This design comes from an exercise in tuning for a short achievable clock period and few clock cycles per item on the open sky130 flow, not from production work.
Only simulation tests tie the RTL to the original design; equivalence was not proved.
The clock port is modelled as an ideal driver; clocking choices that lean on that would not hold on a real chip.
No activity file was given, so power comes from the tool's default toggle rates.

$ cat flow/run.sh
#!/bin/bash
# Standard layout with two changes; synthesis is the standard one, unchanged.
#  - The delay cells are kept out of port buffering, placement, timing repair and
#    routing (the resizer otherwise picks them as port and fanout buffers).
#  - After the standard timing repair of the CTS and global-route steps, more repair
#    passes aim at tighter setup margins (post_cts.tcl, post_grt.tcl), and after the
#    global-route one the drivers on the worst paths are upsized greedily (sizer.tcl).
set -euo pipefail
bash standard.sh synth > synth.log 2>&1
flow=$(pwd)/flow
for step in FLOORPLAN GLOBAL_PLACE RESIZE DETAIL_PLACE DETAIL_ROUTE REPAIR_TIMING_POST_PLACE CTS GLOBAL_ROUTE; do
  export PRE_${step}_TCL=$flow/dont_use_dly.tcl
done
export POST_CTS_TCL=$flow/post_cts.tcl
export POST_GLOBAL_ROUTE_TCL=$flow/post_grt.tcl
bash standard.sh finish > layout.log 2>&1
$ cat flow/dont_use_dly.tcl
# Keep the delay cells out of every buffering and sizing step.
set_dont_use [get_lib_cells {*/sky130_fd_sc_hd__dly* */sky130_fd_sc_hd__clkdlybuf*}]
puts "dont_use_dly: [llength [get_lib_cells {*/sky130_fd_sc_hd__dly* */sky130_fd_sc_hd__clkdlybuf*}]] delay cells set dont_use"
$ cat flow/post_cts.tcl
# Extra setup repair after CTS, at stepwise tighter margins.
source [file join [file dirname [info script]] dont_use_dly.tcl]
estimate_parasitics -placement
foreach margin {3.2 3.4 3.55} {
  repair_timing -setup -setup_margin $margin -repair_tns 100 -verbose
}
detailed_placement
check_placement -verbose
estimate_parasitics -placement
report_worst_slack -max
$ cat flow/post_grt.tcl
# Extra setup repair on global-route parasitics: OpenROAD's repair at stepwise tighter
# margins, then greedy upsizing of the drivers on the worst paths (sizer.tcl).
source [file join [file dirname [info script]] dont_use_dly.tcl]
source [file join [file dirname [info script]] sizer.tcl]
estimate_parasitics -global_routing
foreach margin {3.2 3.4 3.55} {
  repair_timing -setup -setup_margin $margin -repair_tns 100 -verbose
}
estimate_parasitics -global_routing
report_worst_slack -max
sizer_run 100 3.7 8
global_route -start_incremental
detailed_placement
global_route -end_incremental
estimate_parasitics -global_routing
report_worst_slack -max
write_guides $::env(RESULTS_DIR)/route.guide
$ cat flow/sizer.tcl
# Greedy upsizing of the cells on the worst setup paths: each driver on the worst paths
# is tried at every larger drive strength of the same cell, and the change is kept only
# if the summed slack shortfall of those paths, below the target slack, shrinks.
proc sizer_variants { master } {
  if { ![regexp {^(sky130_fd_sc_hd__[a-z0-9]+)_([0-9]+)$} $master -> base size] } { return {} }
  set out {}
  foreach lc [get_lib_cells */${base}_*] {
    set n [get_name $lc]
    if { [regexp "^${base}_(\[0-9\]+)\$" $n -> s] && $s > $size && ![get_property $lc dont_use] } {
      lappend out [list $s $n]
    }
  }
  return [lsort -integer -index 0 $out]
}

proc sizer_cost { npaths target } {
  set cost 0.0
  foreach pe [find_timing_paths -path_delay max -group_path_count $npaths -endpoint_path_count 1] {
    set s [get_property $pe slack]
    if { $s < $target } { set cost [expr { $cost + ($target - $s) }] }
  }
  return $cost
}

proc sizer_run { npaths target rounds } {
  set cost [sizer_cost $npaths $target]
  
  for { set r 0 } { $r < $rounds } { incr r } {
    set insts {}
    foreach pe [find_timing_paths -path_delay max -group_path_count $npaths -endpoint_path_count 1] {
      if { [get_property $pe slack] >= $target } { continue }
      foreach pt [get_property $pe points] {
        set pin [get_property $pt pin]
        if { [get_property $pin is_port] } { continue }
        if { [get_property $pin direction] ne "output" } { continue }
        set inst [get_cells -of_objects $pin]
        set name [get_full_name $inst]
        if { [lsearch -exact $insts $name] < 0 } { lappend insts $name }
      }
    }
    set changed 0
    foreach name $insts {
      set inst [get_cells $name]
      set master [get_property $inst ref_name]
      if { [string match "*df*" $master] || [string match "*clkbuf*" $master] && [string match "clkbuf*" $name] } { continue }
      set best_cost $cost
      set best $master
      foreach v [sizer_variants $master] {
        set cand [lindex $v 1]
        replace_cell $name $cand
        estimate_parasitics -global_routing
        set c [sizer_cost $npaths $target]
        if { $c < $best_cost - 1e-4 } { set best_cost $c; set best $cand }
      }
      if { $best ne [get_property [get_cells $name] ref_name] } { replace_cell $name $best }
      if { $best ne $master } {
        estimate_parasitics -global_routing
        set cost $best_cost
        incr changed
      }
    }
    
    if { $changed == 0 } { break }
  }
}
$ cat standard.sh
#!/bin/bash
# synth_recipe.tcl (not shown) runs the flow's synth.tcl, then flattens the netlist and writes it again
# the make line also repeats each setting of config.mk as NAME=value (left out here)
make -C /OpenROAD-flow-scripts/flow DESIGN_CONFIG=/design/flow/config.mk WORK_HOME=/design/flow/orfs CLKGATE_MAP_FILE= SYNTH_SCRIPT=/design/flow/synth_recipe.tcl "${@:-finish}"
$ cat config.mk
export PLATFORM = sky130hd
export DESIGN_NAME = data_cache
export DESIGN_NICKNAME = data_cache
export VERILOG_FILES = /design/flow/design.v
export SDC_FILE = /design/flow/constraint.sdc
export NUM_CORES = 4
export LEC_CHECK = 0
export ABC_CLOCK_PERIOD_IN_PS = 1500
export CAP_MARGIN = 20
export CORE_MARGIN = 2
export CORE_UTILIZATION = 70
export SETUP_SLACK_MARGIN = 3.5
export SLEW_MARGIN = 20
export SYNTH_HIERARCHICAL = 1
$ cat constraint.sdc
create_clock -name core_clock -period 6.5 [get_ports {clk}]
set_input_delay 1.3000 -clock core_clock [delete_from_list [all_inputs] [get_ports {clk}]]
set_output_delay 1.3000 -clock core_clock [all_outputs]
set_load 0.01 [all_outputs]
$ cat design.v
module data_cache (
   input  logic        clk,
   input  logic        reset,
   input  logic        MemWrite,
   input  logic        MemRead,
   input  logic [31:0] addr,
   input  logic [31:0] wdata,
   output logic [31:0] rdata,
   output logic        memstall,
   output logic        mem_req,
   output logic        mem_we,
   output logic [31:0] mem_addr,
   output logic [31:0] mem_wdata,
   input  logic [31:0] mem_rdata,
   input  logic        mem_ack
);
   logic        s_idle_q, s_ref_q, s_wr_q, s_ret_q;
   logic        ackret_q;   
   logic        mem_req_q;
   logic [1:0]  x_q;        
   logic        sh_q;       
   logic [31:0] rdata_q;
   logic [15:0] valid_q;
   logic [23:0] tag_mem  [16];
   logic [31:0] data_mem [16][4];
   logic [3:0]  idx;
   logic [1:0]  off;
   logic [23:0] tag;
   logic        hit;
   logic [15:0] idx_oh;     
   logic [3:0]  off_oh;     
   logic [31:0] rd_word;
   logic        wr_go;
   logic [1:0]  woff;
   logic [3:0]  woff_oh;
   logic [31:0] wr_val;
   logic [1:0]  unused_addr_lsbs;
   assign idx = addr[7:4];
   assign off = addr[3:2];
   assign tag = addr[31:8];
   dc_dec4 u_idx_dec (.a(idx), .y(idx_oh));
   dc_dec2 u_off_dec (.a(off), .y(off_oh));
   logic [15:0] tag_ne;     
   logic [15:0] line_nsel;  
   logic [15:0] line_hit;   
   logic [7:0]  hit_l1;
   logic [3:0]  hit_l2;
   logic [1:0]  hit_l3;
   for (genvar i = 0; i < 16; i++) begin : g_eq
      dc_ne24 u_ne (.a(tag_mem[i]), .b(tag), .ne(tag_ne[i]));
      dc_nand2 u_nsel (.a(idx_oh[i]), .b(valid_q[i]), .y(line_nsel[i]));
      dc_nor2 u_hit (.a(tag_ne[i]), .b(line_nsel[i]), .y(line_hit[i]));
   end
   for (genvar k = 0; k < 8; k++) begin : g_hit1
      dc_nor2 u (.a(line_hit[2*k]), .b(line_hit[2*k+1]), .y(hit_l1[k]));
   end
   for (genvar k = 0; k < 4; k++) begin : g_hit2
      dc_nand2 u (.a(hit_l1[2*k]), .b(hit_l1[2*k+1]), .y(hit_l2[k]));
   end
   for (genvar k = 0; k < 2; k++) begin : g_hit3
      dc_nor2 u (.a(hit_l2[2*k]), .b(hit_l2[2*k+1]), .y(hit_l3[k]));
   end
   dc_nand2 u_hit (.a(hit_l3[0]), .b(hit_l3[1]), .y(hit));
   for (genvar b = 0; b < 32; b++) begin : g_rd
      logic [15:0] lw;
      logic [15:0] p0, p1;
      logic [7:0]  q;
      logic [1:0]  r;
      for (genvar i = 0; i < 16; i++) begin : g_line
         dc_a22oi u_p0 (.a1(off_oh[0]), .a2(data_mem[i][0][b]), .b1(off_oh[1]), .b2(data_mem[i][1][b]), .y(p0[i]));
         dc_a22oi u_p1 (.a1(off_oh[2]), .a2(data_mem[i][2][b]), .b1(off_oh[3]), .b2(data_mem[i][3][b]), .y(p1[i]));
         dc_nand2 u_lw (.a(p0[i]), .b(p1[i]), .y(lw[i]));
      end
      for (genvar m = 0; m < 8; m++) begin : g_q
         dc_a22oi u_q (.a1(idx_oh[2*m]), .a2(lw[2*m]), .b1(idx_oh[2*m+1]), .b2(lw[2*m+1]), .y(q[m]));
      end
      dc_nand4 u_r0 (.a(q[0]), .b(q[1]), .c(q[2]), .d(q[3]), .y(r[0]));
      dc_nand4 u_r1 (.a(q[4]), .b(q[5]), .c(q[6]), .d(q[7]), .y(r[1]));
      dc_or2 u_rd (.a(r[0]), .b(r[1]), .y(rd_word[b]));
   end
   assign rdata     = rdata_q;
   assign memstall  = !(s_ret_q || (ackret_q && mem_ack));
   assign mem_req   = mem_req_q || (MemWrite && reset);
   assign mem_we    = MemWrite;
   logic [1:0] req_off;
   dc_xor2 u_req_off0 (.a(off[0]), .b(x_q[0]), .y(req_off[0]));
   dc_xor2 u_req_off1 (.a(off[1]), .b(x_q[1]), .y(req_off[1]));
   assign mem_addr  = {addr[31:4], req_off, 2'b00};
   assign mem_wdata = wdata;
   always_ff @(posedge clk or negedge reset) begin
      if (!reset) begin
         s_idle_q  <= 1'b1;
         s_ref_q   <= 1'b0;
         s_wr_q    <= 1'b0;
         s_ret_q   <= 1'b0;
         ackret_q  <= 1'b0;
         mem_req_q <= 1'b0;
         x_q       <= 2'd0;
         valid_q   <= '0;
      end else begin
         if (s_idle_q) begin
            if (MemWrite) begin
               s_idle_q  <= 1'b0;
               s_wr_q    <= 1'b1;
               ackret_q  <= 1'b1;
               mem_req_q <= 1'b1;
            end else if (MemRead) begin
               s_idle_q <= 1'b0;
               if (hit) begin
                  s_ret_q <= 1'b1;
               end else begin
                  s_ref_q   <= 1'b1;
                  mem_req_q <= 1'b1;
               end
            end
         end
         if (s_ref_q && x_q == 2'd0) valid_q[idx] <= 1'b0;
         if (s_ref_q && mem_ack) begin
            x_q      <= {x_q[0], ~x_q[1]};
            ackret_q <= (x_q == 2'd3);
            if (x_q == 2'd2) begin
               s_ref_q      <= 1'b0;
               s_idle_q     <= 1'b1;
               mem_req_q    <= 1'b0;
               valid_q[idx] <= 1'b1;
            end
         end
         if (s_wr_q && mem_ack) begin
            s_wr_q    <= 1'b0;
            s_idle_q  <= 1'b1;
            ackret_q  <= 1'b0;
            mem_req_q <= 1'b0;
         end
         if (s_ret_q) begin
            s_ret_q  <= 1'b0;
            s_idle_q <= 1'b1;
         end
      end
   end
   assign wr_go  = (s_ref_q && mem_ack) || sh_q;
   assign wr_val = s_wr_q ? wdata : mem_rdata;
   assign woff   = off ^ x_q;
   dc_dec2 u_woff_dec (.a(woff), .y(woff_oh));
   always_ff @(posedge clk) begin
      rdata_q <= rd_word;
      sh_q <= 1'b0;
      if (s_idle_q) sh_q <= MemWrite && hit;
      if (s_ref_q && x_q == 2'd0) tag_mem[idx] <= tag;
      for (int i = 0; i < 16; i++) begin
         for (int w = 0; w < 4; w++) begin
            if (wr_go && idx_oh[i] && woff_oh[w]) data_mem[i][w] <= wr_val;
         end
      end
   end
endmodule
module dc_dec2 (
   input  logic [1:0] a,
   output logic [3:0] y
);
   assign y = {a[1] & a[0], a[1] & ~a[0], ~a[1] & a[0], ~a[1] & ~a[0]};
endmodule
module dc_dec4 (
   input  logic [3:0]  a,
   output logic [15:0] y
);
   logic [3:0] lo, hi;
   dc_dec2 u_lo (.a(a[1:0]), .y(lo));
   dc_dec2 u_hi (.a(a[3:2]), .y(hi));
   always_comb begin
      for (int i = 0; i < 16; i++) y[i] = hi[i / 4] & lo[i % 4];
   end
endmodule
module dc_ne24 (
   input  logic [23:0] a,
   input  logic [23:0] b,
   output logic        ne
);
   logic [23:0] x;
   logic [7:0]  g;
   logic [3:0]  h;
   for (genvar j = 0; j < 24; j++) begin : g_x
      dc_xnor2 u (.a(a[j]), .b(b[j]), .y(x[j]));
   end
   for (genvar k = 0; k < 8; k++) begin : g_g
      dc_nand3 u (.a(x[3*k]), .b(x[3*k+1]), .c(x[3*k+2]), .y(g[k]));
   end
   for (genvar m = 0; m < 4; m++) begin : g_h
      dc_nor2 u (.a(g[2*m]), .b(g[2*m+1]), .y(h[m]));
   end
   dc_nand4 u_ne (.a(h[0]), .b(h[1]), .c(h[2]), .d(h[3]), .y(ne));
endmodule
module dc_xnor2 (input logic a, input logic b, output logic y);
   assign y = ~(a ^ b);
endmodule
module dc_xor2 (input logic a, input logic b, output logic y);
   assign y = a ^ b;
endmodule
module dc_nand2 (input logic a, input logic b, output logic y);
   assign y = ~(a & b);
endmodule
module dc_nand3 (input logic a, input logic b, input logic c, output logic y);
   assign y = ~(a & b & c);
endmodule
module dc_nand4 (input logic a, input logic b, input logic c, input logic d, output logic y);
   assign y = ~(a & b & c & d);
endmodule
module dc_nor2 (input logic a, input logic b, output logic y);
   assign y = ~(a | b);
endmodule
module dc_or2 (input logic a, input logic b, output logic y);
   assign y = a | b;
endmodule
module dc_a22oi (input logic a1, input logic a2, input logic b1, input logic b2, output logic y);
   assign y = ~((a1 & a2) | (b1 & b2));
endmodule
==> results of run 1 <==
[synthesized netlist by cell type, types with 5 or more instances]
| library cell | number |
|---|---|
| buf_4 | 63 |
| dfrtp_1 | 23 |
| edfxtp_1 | 2432 |
| nand4_1 | 81 |
| xnor2_1 | 385 |
| a22oi_2 | 1280 |
| clkbuf_1 | 10 |
| xor2_1 | 5 |
| buf_2 | 7 |
| o21ai_0 | 8 |
| mux2_2 | 33 |
| and2_1 | 89 |
| dfxtp_1 | 33 |
| nor4_1 | 9 |
| nor2_1 | 99 |
| nand2_1 | 544 |
| nor2b_1 | 10 |
| nand3_1 | 143 |
| a22o_1 | 5 |
| a22o_2 | 6 |
| inv_1 | 8 |
| or2_1 | 32 |
[where the power goes]
part | switching, mW | leakage [nW] | internal [mW] | total, mW
combinational | 1.31 | 10.2 | 0.716 | 2.03
sequential | 0.0153 | 22.5 | 17.6 | 17.6
clock | 5.73 | 3.64 | 7.58 | 13.3
[per-layer routing]
| metal | track usage (%) | vias to the layer above |
|---|---|---|
| met3 | 7.27 | 531 |
| met1 | 52.2 | 28900 |
| met2 | 56.1 | 3516 |
| met5 | 0 | - |
| li1 | - | 23100 |
| met4 | 11.3 | 0 |
[Yosys stat by module, one instance, submodules excluded, a selection]
module	copies in the design	cell area (um^2)	cells inside
dc_nand3	128	5.00	1
dc_nand4	80	6.26	1
dc_xor2	2	8.76	1
dc_nor2	90	3.75	1
data_cache	1	76500	2800
dc_a22oi	1280	12.5	1
dc_or2	32	6.26	1
dc_dec4	1	100	16
dc_xnor2	384	8.76	1
dc_dec2	4	26.3	4
dc_nand2	533	3.75	1
[worst max-delay path: stages]
cell and delay, ns:
buf_12 0.11, a21oi_4 0.17, buf_6 0.13
[cells by family (layout without fill, tap and decap cells)]
family | after synthesis | in the layout | synth area share [%]
multiplexers | 34 | 34 | 0.382
buffers and inverters | 91 | 946 | 0.610
flip-flops | 2489 | 2489 | 74.4
adder cells (fa/ha/maj) | 4 | 4 | 0.0501
XOR/XNOR | 391 | 391 | 3.45
other | 1 | 5 | 0.00376
AO/OA/AOI/OAI | 1317 | 1317 | 16.3
AND/OR/NAND/NOR | 1034 | 1041 | 4.76
[state kept, by name, summed over array words and instances (netlist names)]
signal / cells
s_idle_q: 1
s_wr_q: 1
rdata_q: 32
x_q: 2
s_ref_q: 1
s_ret_q: 1
ackret_q: 1
sh_q: 1
valid_q: 16
mem_req_q: 1
data_mem: 2048
tag_mem: 384
[cell usage in the layout, fill, tap and decap left out, drive strengths merged, types with 3 or more instances in the layout]
| master | netlist | layout |
|---|---|---|
| o21ai | 8 | 8 |
| and3 | 3 | 3 |
| clkbuf | 10 | 425 |
| diode | 0 | 3 |
| dfrtp | 23 | 23 |
| and2 | 93 | 97 |
| nand3 | 143 | 143 |
| xor2 | 6 | 6 |
| clkinv | 0 | 77 |
| xnor2 | 385 | 385 |
| nor3 | 4 | 4 |
| nor3b | 3 | 3 |
| a22o | 11 | 11 |
| buf | 73 | 409 |
| o21a | 4 | 4 |
| and2b | 4 | 7 |
| bufinv | 0 | 18 |
| mux2 | 33 | 33 |
| nor4 | 9 | 9 |
| a22oi | 1280 | 1280 |
| dfxtp | 33 | 33 |
| nor2 | 102 | 102 |
| inv | 8 | 15 |
| a21oi | 3 | 3 |
| nand2 | 544 | 544 |
| nor2b | 10 | 10 |
| nand4 | 81 | 81 |
| edfxtp | 2432 | 2432 |
| or2 | 32 | 32 |
| o22ai | 4 | 4 |
| ha | 4 | 4 |
[through the flow]
step | TNS [ns] | area, um^2 | cells | hold WS (ns) | total power, mW
6_report | 0 | 115000 | 8117 | 0.420 | 33.0
2_1_floorplan | -172.64 | 99800 | 5362 | 0.431 | 19.3
3_5_place_dp | 0 | 104000 | 7527 | 0.470 | 19.7
3_3_place_gp | 0 | 104000 | 7526 | 0.446 | 19.7
[worst paths after layout]
check,startpoint,endpoint,depth (start not counted)
worst max-delay path,mem_ack,memstall,3
worst min-delay path,reset,s_ret_q,2
worst max register to register,s_wr_q,data_mem[27][4],3
worst min register to register,valid_q[10],valid_q[10],1
max in group asynchronous,reset,x_q[1],3
min in group core_clock,valid_q[10],valid_q[10],1
[final cells by class]
cell class | instances | area [um^2] | area share [%]
antenna | 3 | 7.51 | 0.00652
tap | 1890 | 2360 | 2.05
multi-input combinational | 2789 | 25700 | 22.3
clock inverter | 104 | 980 | 0.851
clock buffer | 329 | 6450 | 5.60
timing repair buffer | 505 | 5320 | 4.62
inverter | 8 | 30.0 | 0.0261
sequential | 2489 | 74300 | 64.5
==> run notes, run 1 <==
Worst Setup Slack, final about 3.5 ns; Synth async-reset ratio less than 1%; Max VDD drop ~0.26 mV; Ports 200; Netlist Area Pre-Place ~0.1 mm^2; total gr overflow 0; DR DRC count 0; Synth Flop Type edfxtp_1; Static Leak between 30 and 40 nW; DIE AREA 0.146 mm^2; initial core utilization between 70% and 80%; crit end category output pin; Critical Path RT 5.20 ns; Period minus WS final around 3.0 ns; IO buf count between 150 and 200; largest net degree at the start of global routing roughly 90; WS Path Type primary input to output pin; area leader, netlist edfxtp_1; Synth top area share 73.2%; Yosys reg bits 2489; setup violators final 0; CTS tree done; die height ~380 um; Max-slew headroom around a quarter; area delta synth->final 15.4%; vias per cell between 6 and 7; first-pass GRT wire length ~380000 um; die width between 300 and 400 um; # rows about 140; WL met3 between 30000 and 40000 um; post-synth cell types 51; top cells by area, synth edfxtp_1 (73%), a22oi_2 (16%), xnor2_1 (3.4%), nand2_1 (2.0%), nand3_1 (0.72%); gpl congestion between 0.8 and 0.9; Core Util, Final about four fifths; YS warnings 10; routed wire length 271000 um; Hold Crit Class primary input to asynchronous set/reset pin; reg2reg setup slack ~3.7 ns; average cell area after synthesis approximately 19 um^2; CP Data Arrival Time 1.71 ns; MaxCap Viol Count 0; initial DRC count 7941; All-Layer GR Usage between 30% and 40%; fillcell total between 6000 and 7000; status complete, no violations; number of nets with antenna violations after routing 0; worst clock skew approximately 0.019 ns; initial antenna violation count 16; Max Freq about 330 MHz; Reg clk slew, reported paths ~0.060 ns; sequential area share after synthesis approximately three quarters; Worst Max-Slew Pin Slew 1.10 ns; max-slew violation count 0; wl on met1 a little over 100000 um; vias roughly 56000; critical path peak fanout 2; met2 WL around 130000 um; CTS sink cnt ~2500; number of flops mapped to enable cells by yosys about 2400; period utilisation layout approximately 46%; DR top layer met4; Startpoint Class primary input; worst-skew pair later-pin latency about 0.86 ns; Initial DRT Pass Iterations 6; post-DP HPWL between 100000 and 150000 um; worst slack at placement roughly 1.7 ns; final net count approximately 6100; PD cells between 200 and 300 mW/mm^2; Mapped Cells between 5000 and 6000; CORE AREA about 0.14 mm^2; vias in the first global route 54600; mean routed wirelength per cell roughly 33 um; share of cells above drive strength 1 a little over a third; Hold Vio Cnt, Final 0
Testbench counts, summed over its fixed seeds: cycles 119,935, accesses 20,000.
==> run 2, diff against run 1 <==
--- a/flow/post_grt.tcl
+++ b/flow/post_grt.tcl
@@ -8,7 +8,7 @@
 }
 estimate_parasitics -global_routing
 report_worst_slack -max
-sizer_run 100 3.7 8
+sizer_run 60 3.6 4
 global_route -start_incremental
 detailed_placement
 global_route -end_incremental
==> run notes, run 2 <==
setup violators final 0; Max Freq about 330 MHz; status complete, no violations; Ports 200; Synth Flop Type edfxtp_1; Worst Max-Slew Pin Slew 1.07 ns; Yosys reg bits about 2500; post-synth cell types slightly above 50; All-Layer GR Usage a little over a third; vias between 50000 and 60000; Max VDD drop ~0.26 mV; initial antenna violation count 16; worst slack at placement between 1.5 and 2 ns; Hold Vio Cnt, Final 0; most frequent cells in the layout edfxtp_1 (2432), a22oi_2 (1277), nand2_1 (539); YS warnings 10; count leader, synth edfxtp_1; CP Data Arrival Time 1.71 ns; die height between 300 and 400 um; period utilisation layout between 40% and 50%; # rows ~140; Startpoint Class primary input; WL met3 between 30000 and 40000 um; Reg clk slew, reported paths 0.06 ns; Max-slew headroom between 20% and 30%; DIE AREA roughly 0.15 mm^2; top flop regs data_mem (2048), tag_mem (384), rdata_q (32); top cells by area, synth edfxtp_1 (73%), a22oi_2 (16%), xnor2_1 (3.4%), nand2_1 (2.0%), nand3_1 (0.72%); Worst Setup Slack, final about 3.5 ns; largest net degree at the start of global routing 92; CTS sink cnt approximately 2500; number of flops mapped to enable cells by yosys 2432; CTS tree done; Hold Crit Class primary input to asynchronous set/reset pin; met2 WL about 130000 um; die width 382 um; DR top layer met4; first-pass GRT wire length 375000 um; area leader, netlist edfxtp_1; initial DRC count roughly 7400; IO buf count just under 200; Initial DRT Pass Iterations 7; CORE AREA about 0.14 mm^2; PD cells between 200 and 300 mW/mm^2; max-slew violation count 0; Placed Cells about 7500; routed wire length about 270000 um; Mapped Cells around 5400; worst-skew pair later-pin latency 0.85 ns; Critical Path RT about 5.2 ns; MaxCap Viol Count 0; Synth async-reset ratio less than 1%; Non-Filler Instances 8116; most common cell after layout, fill and taps aside edfxtp_1; crit end category output pin; sequential area share after synthesis 74.4%; Period minus WS final 3.01 ns; post-DP HPWL 140000 um; Static Leak 35.7 nW; WS Path Type primary input to output pin; total gr overflow 0; gpl congestion 0.820; Core Util, Final 80.6%; share of cells above drive strength 1 between 30% and 40%; average cell area after synthesis 18.6 um^2; vias in the first global route 54600; number of nets with antenna violations after routing 0; Post-synth top cells edfxtp_1 (2432), a22oi_2 (1280), nand2_1 (544); hold_ws ~0.42 ns; worst clock skew between 0.015 and 0.02 ns; reg2reg setup slack 3.66 ns; vias per cell approximately 6.9; area delta synth->final 14.3%; critical path peak fanout 2; mean routed wirelength per cell about 33 um; total power ~33 mW; Largest Register data_mem; max reg flops 2048; Netlist Area Pre-Place 0.0998 mm^2; Synth top area share about 73%; initial core utilization about 71%; DR DRC count 0; final net count between 6000 and 7000; wl on met1 ~100000 um
-- run 2: cell count changes in the layout (fill, tap and decap cells not counted), sizes merged --
cell | previous run | this run
diode | 3 | 2
-- run 2: cell type report --
cell class / instances / area [um^2]
clock buffer: 329 / 6450
multi-input combinational: 2789 / 25500
clock inverter: 104 / 980
sequential: 2489 / 74300
tap: 1890 / 2360
antenna: 2 / 5.00
fill: 7218 / 27500
timing repair buffer: 505 / 4440
inverter: 8 / 30.0
-- run 2: cells by family (layout without fill, tap and decap cells) --
family | Yosys count | count (layout) | share of synthesized area, %
compound gates | 1317 | 1317 | 16.3
xor+xnor | 391 | 391 | 3.45
fa+ha+maj | 4 | 4 | 0.0501
buf+inv | 91 | 946 | 0.610
flops | 2489 | 2489 | 74.4
mux | 34 | 34 | 0.382
other cells | 1 | 4 | 0.00376
simple gates | 1034 | 1041 | 4.76
-- run 2: report_power, final --
part	internal [mW]	switching, mW	total (mW)	leakage, nW
combinational	0.656	1.29	1.95	9.60
sequential	17.6	0.0147	17.6	22.5
clock	7.58	5.72	13.3	3.64
total	25.9	7.03	32.9	35.7
-- run 2: worst paths after layout --
check | startpoint | cells past startpoint | endpoint
worst max-delay path | reset | 3 | mem_req
worst min-delay path | reset | 2 | mem_req_q
worst max register to register | x_q[1] | 8 | data_mem[23][19]
worst min register to register | valid_q[10] | 1 | valid_q[10]
max in group asynchronous | reset | 3 | x_q[1]
min in group core_clock | valid_q[10] | 1 | valid_q[10]
-- run 2: stage by stage --
step	cell area, um^2	setup TNS, ns
floorplan	99800	-172.64
global placement	104000	0
detailed placement	104000	0
finish	114000	0
-- run 2: critical path: stages --
cell,delay (ns)
buf_12,0.10
a21o_1,0.19
buf_6,0.12
-- run 2: per-module statistics from Yosys (local to each module, per instance), a selection --
module | cell area [um^2] | cells | times used
data_cache | 76500 | 2800 | 1
dc_nand4 | 6.26 | 1 | 80
dc_dec4 | 100 | 16 | 1
dc_dec2 | 26.3 | 4 | 4
dc_nand2 | 3.75 | 1 | 533
dc_a22oi | 12.5 | 1 | 1280
dc_nand3 | 5.00 | 1 | 128
dc_or2 | 6.26 | 1 | 32
dc_nor2 | 3.75 | 1 | 90
dc_xor2 | 8.76 | 1 | 2
dc_xnor2 | 8.76 | 1 | 384
-- run 2: metal layers --
layer / up-vias / track usage [%]
met5: - / 0
met1: 28800 / 52.2
li1: 23100 / -
met4: 0 / 11.3
met2: 3451 / 56.1
met3: 496 / 7.27
==> run 3, diff against run 2 <==
--- a/design.v
+++ b/design.v
@@ -18,6 +18,8 @@
    logic        ackret_q;   
    logic        mem_req_q;
    logic [1:0]  x_q;        
+   logic        rq_late_q;  
+   logic [1:0]  rq_off_q;   
    logic        sh_q;       
    logic [31:0] rdata_q;
    logic [15:0] valid_q;
@@ -79,12 +81,20 @@
       dc_or2 u_rd (.a(r[0]), .b(r[1]), .y(rd_word[b]));
    end
    assign rdata     = rdata_q;
-   assign memstall  = !(s_ret_q || (ackret_q && mem_ack));
-   assign mem_req   = mem_req_q || (MemWrite && reset);
+   dc_a21oi u_memstall (.a1(ackret_q), .a2(mem_ack), .b1(s_ret_q), .y(memstall));
+   logic       st_n, req_n;
+   dc_nand2 u_st_n (.a(MemWrite), .b(reset), .y(st_n));
+   dc_inv u_req_n (.a(mem_req_q), .y(req_n));
+   dc_nand2 u_req (.a(st_n), .b(req_n), .y(mem_req));
    assign mem_we    = MemWrite;
-   logic [1:0] req_off;
-   dc_xor2 u_req_off0 (.a(off[0]), .b(x_q[0]), .y(req_off[0]));
-   dc_xor2 u_req_off1 (.a(off[1]), .b(x_q[1]), .y(req_off[1]));
+   logic [1:0] req_off, rq_pass_n, rq_or_n;
+   logic       rq_pass;
+   dc_inv u_rq_pass (.a(rq_late_q), .y(rq_pass));
+   for (genvar k = 0; k < 2; k++) begin : g_req_off
+      dc_nand2 u_pass (.a(off[k]), .b(rq_pass), .y(rq_pass_n[k]));
+      dc_inv u_or_n (.a(rq_off_q[k]), .y(rq_or_n[k]));
+      dc_nand2 u_off (.a(rq_pass_n[k]), .b(rq_or_n[k]), .y(req_off[k]));
+   end
    assign mem_addr  = {addr[31:4], req_off, 2'b00};
    assign mem_wdata = wdata;
    always_ff @(posedge clk or negedge reset) begin
@@ -96,6 +106,8 @@
          ackret_q  <= 1'b0;
          mem_req_q <= 1'b0;
          x_q       <= 2'd0;
+         rq_late_q <= 1'b0;
+         rq_off_q  <= 2'd0;
          valid_q   <= '0;
       end else begin
          if (s_idle_q) begin
@@ -117,6 +129,8 @@
          if (s_ref_q && x_q == 2'd0) valid_q[idx] <= 1'b0;
          if (s_ref_q && mem_ack) begin
             x_q      <= {x_q[0], ~x_q[1]};
+            rq_late_q <= (x_q != 2'd2);
+            rq_off_q  <= (x_q != 2'd2) ? off ^ {x_q[0], ~x_q[1]} : 2'd0;
             ackret_q <= (x_q == 2'd3);
             if (x_q == 2'd2) begin
                s_ref_q      <= 1'b0;
@@ -192,6 +206,12 @@
 module dc_xnor2 (input logic a, input logic b, output logic y);
    assign y = ~(a ^ b);
 endmodule
+module dc_a21oi (input logic a1, input logic a2, input logic b1, output logic y);
+   assign y = ~((a1 & a2) | b1);
+endmodule
+module dc_inv (input logic a, output logic y);
+   assign y = ~a;
+endmodule
 module dc_xor2 (input logic a, input logic b, output logic y);
    assign y = a ^ b;
 endmodule
==> run notes, run 3 <==
CORE AREA between 0.1 and 0.15 mm^2; max-slew violation count 0; Synth top area share 73.2%; Static Leak roughly 36 nW; Synth async-reset ratio between 1 and 1.5%; PD cells just under 300 mW/mm^2; YS warnings 10; post-route setup TNS 0 ns; Largest Register data_mem; Post-synth top cells edfxtp_1 (2432), a22oi_2 (1280), nand2_1 (553); design area around 0.11 mm^2; top cells by area, synth edfxtp_1 (73%), a22oi_2 (16%), xnor2_1 (3.4%), nand2_1 (2.1%), dfxtp_1 (0.66%); count leader, synth edfxtp_1; Period minus WS final 2.99 ns; Worst Setup Slack, final 3.51 ns; period utilisation layout roughly 46%; dpl cell area roughly 0.10 mm^2; Initial DRT Pass Iterations 6; worst-skew pair later-pin latency ~0.86 ns; Hold Vio Cnt, Final 0; clock power share between 40% and 50%; number of nets with antenna violations after routing 0; post-synth cell types 50; vias per cell 6.76; setup violators final 0; sequential area share after synthesis about three quarters; IO buf count just under 200; hold_ws roughly 0.28 ns; CTS tree done; Mapped Cells between 5000 and 6000; first-pass GRT wire length about 370000 um; routed wire length around 260000 um; All-Layer GR Usage a little over a third; WS Path Type primary input to flip-flop; Max VDD drop between 0.3 and 0.4 mV; Logic pwr share ~5.7%; # rows 138; Sequential Power Share roughly 53%; gpl congestion around 0.82; Ports 200; largest net degree at the start of global routing ~100; CP Data Arrival Time ~3.7 ns; most frequent cells in the layout edfxtp_1 (2432), a22oi_2 (1278), nand2_1 (547); critical path peak fanout 26; post-DP HPWL roughly 140000 um; Net Sw Frac a little over a fifth; die width 382 um; total power ~33 mW; die height around 380 um; Worst Max-Slew Pin Slew between 1 and 1.5 ns; Hold Crit Class primary input to asynchronous set/reset pin; NetSw just over 7 mW; DR DRC count 0; initial core utilization between 70% and 80%; Startpoint Class primary input; CTS sink cnt 2492; Max Freq 334 MHz; total gr overflow 0; vias in the first global route roughly 53000; Critical Path RT roughly 7.2 ns; Pint about 26 mW; worst clock skew between 0.02 and 0.025 ns; MaxCap Viol Count 0; Max-slew headroom roughly a quarter; top flop regs data_mem (2048), tag_mem (384), rdata_q (32); Reg clk slew, reported paths 0.06 ns; mean routed wirelength per cell roughly 32 um; initial antenna violation count 15; most common cell after layout, fill and taps aside edfxtp_1; DIE AREA ~0.15 mm^2; vias 54700; worst slack at placement 1.70 ns; Synth Flop Type edfxtp_1; number of flops mapped to enable cells by yosys about 2400; Yosys reg bits approximately 2500; final net count 6095; max reg flops approximately 2000; share of cells above drive strength 1 roughly a third; status complete, no violations; initial DRC count approximately 6600; area delta synth->final 13.8%; average cell area after synthesis ~19 um^2; Netlist Area Pre-Place ~0.10 mm^2; crit end category flip-flop; area leader, netlist edfxtp_1
[run 3: worst max-delay path, stage by stage]
cell	delay, ns
buf_16	0.12
buf_4	0.16
nor2b_4	0.13
buf_12	0.16
buf_4	0.30
a22oi_2	0.22
nand2_1	0.08
a22oi_2	0.22
nand4_1	0.56
or2_1	0.44
[run 3: power groups by stage]
stage	logic (mW)	registers (mW)	clock network [mW]
6_report	1.89	17.7	13.7
3_5_place_dp	1.70	18.0	0
3_3_place_gp	1.66	18.0	0
2_1_floorplan	1.33	18.0	0
[run 3: final cells by class]
cell class | instances | area, um^2
Timing Repair Buffer | 455 | 3690
Antenna cell | 2 | 5.00
Clock buffer | 301 | 6310
Inverter | 8 | 30.0
Multi-Input combinational cell | 2798 | 25400
Clock inverter | 145 | 1470
Tap cell | 1890 | 2360
Fill cell | 7264 | 28000
Sequential cell | 2492 | 74400
[run 3: layer usage]
metal | GRT usage (%) | vias up | share of wire, %
met2 | 54.9 | 2920 | 48
met5 | 0 | - | 0.022
met3 | 7.30 | 444 | 10
li1 | - | 23000 | -
met4 | 10.6 | 8 | 2.8
met1 | 50.3 | 28300 | 39
[run 3: final timing paths]
path	start	to	slack, ns	depth (start not counted)
setup / recovery	addr[3]	rdata_q[9]	3.51	10
hold / removal	reset	valid_q[12]	0.28	1
setup reg to reg	x_q[0]	data_mem[60][24]	3.66	5
hold reg to reg	rq_off_q[1]	rq_off_q[1]	0.49	2
max in group asynchronous	reset	s_wr_q	5.13	2
min in group core_clock	rq_off_q[1]	rq_off_q[1]	0.49	2
[run 3: per-stage QoR]
stage          utilization [%]  instances
2_1_floorplan                -       5365
3_5_place_dp              73.2       7521
3_3_place_gp              73.2       7520
6_report                  80.2       8091
[run 3: cells by family after synthesis]
group | after synthesis | share of synthesized area, %
buffers and inverters | 85 | 0.568
and+or+nand+nor | 1031 | 4.69
adders and majority gates | 4 | 0.0501
muxes | 36 | 0.404
xor gates and xnor gates | 386 | 3.39
other | 1 | 0.00376
AOI/OAI and AO/OA | 1329 | 16.4
DFF | 2492 | 74.5
[run 3: Yosys stat by module (local to each module, per instance), excerpt]
module      cell area (um^2)  flip-flops and latches  cells inside  copies in the design
dc_dec2                 26.3                       0             4                     4
dc_xnor2                8.76                       0             1                   384
dc_nor2                 3.75                       0             1                    90
dc_nand4                6.26                       0             1                    80
dc_nand3                5.00                       0             1                   128
dc_dec4                  100                       0            16                     1
dc_inv                  3.75                       0             1                     4
data_cache             76500                    2492          2794                     1
dc_or2                  6.26                       0             1                    32
dc_nand2                3.75                       0             1                   539
Testbench counts of run 3, summed over its fixed seeds: cycles 119,935, accesses 20,000.
==> run 4, diff against run 3 <==
--- a/flow/post_grt.tcl
+++ b/flow/post_grt.tcl
@@ -8,7 +8,7 @@
 }
 estimate_parasitics -global_routing
 report_worst_slack -max
-sizer_run 60 3.6 4
+sizer_run 100 3.7 8
 global_route -start_incremental
 detailed_placement
 global_route -end_incremental
==> run notes, run 4 <==
top cells by area, synth edfxtp_1 (73%), a22oi_2 (16%), xnor2_1 (3.4%), nand2_1 (2.1%), dfxtp_1 (0.66%); average cell area after synthesis 18.6 um^2; routed wire length around 260000 um; status complete, no violations; post-route setup TNS 0 ns; Synth top area share between 70% and 80%; Logic pwr share 5.9%; max-slew violation count 0; most common cell after layout, fill and taps aside edfxtp_1; first-pass GRT wire length ~370000 um; Max Freq between 300 and 400 MHz; CORE AREA 0.142 mm^2; Synth Flop Type edfxtp_1; DIE AREA 0.146 mm^2; max reg flops about 2000; # rows ~140; gpl congestion 0.820; area leader, netlist edfxtp_1; Ports 200; worst slack at placement about 1.7 ns; Worst Setup Slack, final 3.54 ns; Max-slew headroom between 20% and 30%; Sequential Power Share around 53%; CTS sink cnt about 2500; NetSw roughly 7 mW; crit end category output pin; Reg clk slew, reported paths around 0.06 ns; clock power share between 40% and 50%; top flop regs data_mem (2048), tag_mem (384), rdata_q (32); largest net degree at the start of global routing slightly below 100; Startpoint Class primary input; share of cells above drive strength 1 a little over a third; CP Data Arrival Time between 1.5 and 2 ns; post-synth cell types 50; vias per cell 6.79; CTS tree done; total gr overflow 0; area delta synth->final 14.8%; initial core utilization 70.5%; number of nets with antenna violations after routing 0; worst clock skew approximately 0.022 ns; count leader, synth edfxtp_1; Net Sw Frac ~21%; die width 382 um; Synth async-reset ratio roughly 1.1%; Pint 26.2 mW; Post-synth top cells edfxtp_1 (2432), a22oi_2 (1280), nand2_1 (553); IO buf count a little under 200; YS warnings 10; Period minus WS final slightly below 3 ns; setup violators final 0; worst-skew pair later-pin latency 0.86 ns; DR DRC count 0; most frequent cells in the layout edfxtp_1 (2432), a22oi_2 (1266), nand2_1 (541); vias approximately 55000; Hold Crit Class primary input to asynchronous set/reset pin; sequential area share after synthesis 74.5%; post-DP HPWL 136000 um; period utilisation layout 45.6%; Hold Vio Cnt, Final 0; dpl cell area 0.104 mm^2; WS Path Type primary input to output pin; Initial DRT Pass Iterations 5; die height between 300 and 400 um; Max VDD drop roughly 0.31 mV; Worst Max-Slew Pin Slew 1.08 ns; Netlist Area Pre-Place around 0.10 mm^2; PD cells approximately 290 mW/mm^2; vias in the first global route between 50000 and 60000; design area ~0.11 mm^2; number of flops mapped to enable cells by yosys 2432; Largest Register data_mem; final net count 6095; critical path peak fanout 5; mean routed wirelength per cell between 30 and 40 um; All-Layer GR Usage a little over a third; initial DRC count between 6000 and 7000; Mapped Cells roughly 5400; MaxCap Viol Count 0; Static Leak 36.3 nW; initial antenna violation count 15; Critical Path RT 5.20 ns; Yosys reg bits around 2500
[run 4: cell counts after synthesis]
Identical to the previous run, type by type.
[run 4: metal layers]
layer / global-route usage (%) / vias up / share of wire, %
met3: 7.30 / 458 / 11
met1: 50.3 / 28300 / 38
li1: - / 23000 / -
met5: 0 / - / 0.014
met4: 10.6 / 6 / 2.9
met2: 54.9 / 3129 / 48
[run 4: worst paths after layout]
| check | startpoint | endpoint | slack, ns | cells past startpoint |
|---|---|---|---|---|
| setup / recovery | mem_ack | memstall | 3.54 | 3 |
| hold / removal | reset | x_q[1] | 0.28 | 1 |
| setup reg to reg | x_q[1] | data_mem[34][17] | 3.70 | 6 |
| hold reg to reg | rq_off_q[1] | rq_off_q[1] | 0.49 | 2 |
| max in group asynchronous | reset | s_wr_q | 5.12 | 2 |
| min in group core_clock | rq_off_q[1] | rq_off_q[1] | 0.49 | 2 |
[run 4: logic make-up (layout without fill, tap and decap cells)]
family,Yosys count,after routing,share of synthesized area [%]
and+or+nand+nor,1031,1041,4.69
muxes,36,36,0.404
DFF,2492,2492,74.5
adders and majority gates,4,4,0.0501
buffers and inverters,85,909,0.568
AOI/OAI and AO/OA,1329,1329,16.4
other,1,4,0.00376
xor gates and xnor gates,386,386,3.39
[run 4: cell type report]
class	count	area (um^2)
inverters	8	32.5
repair buffers	455	4500
clock inverters	145	1470
flip-flops and latches	2492	74400
fillers	7044	26900
diodes	2	5.00
multi-input cells	2798	25600
clock buffers	301	6310
well taps	1890	2360
[run 4: stage by stage]
stage	total power, mW	std cells	hold WS [ns]	utilization (%)
after floorplan	19.4	5365	0.443	-
after global placement	19.7	7520	0.464	73.2
after detailed placement	19.7	7521	0.475	73.2
final	33.4	8091	0.281	81.0
[run 4: power by group through the flow]
stage          sequential [mW]  clock [mW]  combinational [mW]
2_1_floorplan             18.0           0                1.33
3_3_place_gp              18.0           0                1.66
3_5_place_dp              18.0           0                1.70
6_report                  17.7        13.8                1.96
[run 4: worst max-delay path, stage by stage]
cell and delay, ns:
buf_12 0.11, a21oi_4 0.14, buf_6 0.12
[run 4: Yosys stat by module, one instance, submodules excluded, a selection]
module,cell area [um^2],copies in the design
dc_nand4,6.26,80
data_cache,76500,1
dc_nand2,3.75,539
dc_nor2,3.75,90
dc_xnor2,8.76,384
dc_inv,3.75,4
dc_dec2,26.3,4
dc_a22oi,12.5,1280
dc_a21oi,8.76,1
dc_or2,6.26,32

afterwards: timing with drivers on the ports:
Ports are ideal in the flow. The routed layouts listed here were re-timed in OpenROAD.
Step 1: set_driving_cell puts a clkbuf_16 on clk and a buf_2 on each other input, an assumption about the parent block.
Step 2, shift: input delay + t, output delay - t, t = (earliest + latest rising clock arrival at the registers) / 2. This alone moves slack from input paths to output paths.
a / b / c = ideal / step 1 / step 2; a / b = the first two.
run | t, ns | slack for setup (ns) | worst hold slack (ns) | clock arrival spread, ns | worst register clock-pin slew, ns
run 1 | 0.941 | 3.495 / 3.416 / 2.512 | 0.420 / 0.416 / 0.512 | 0.029 / 0.030 | 0.07 / 0.07
run 2 | 0.930 | 3.486 / 3.418 / 2.587 | 0.418 / 0.425 / 0.510 | 0.027 / 0.027 | 0.07 / 0.07
run 3 | 0.943 | 3.509 / 3.432 / 2.559 | 0.278 / 0.330 / 0.489 | 0.029 / 0.029 | 0.07 / 0.07
run 4 | 0.938 | 3.538 / 3.432 / 2.604 | 0.281 / 0.337 / 0.492 | 0.029 / 0.029 | 0.07 / 0.07
After both steps setup and hold are still met in every run listed. For run 1, which loses most, drivers alone change the setup slack by -0.079 ns; drivers and shift together by -0.983 ns.
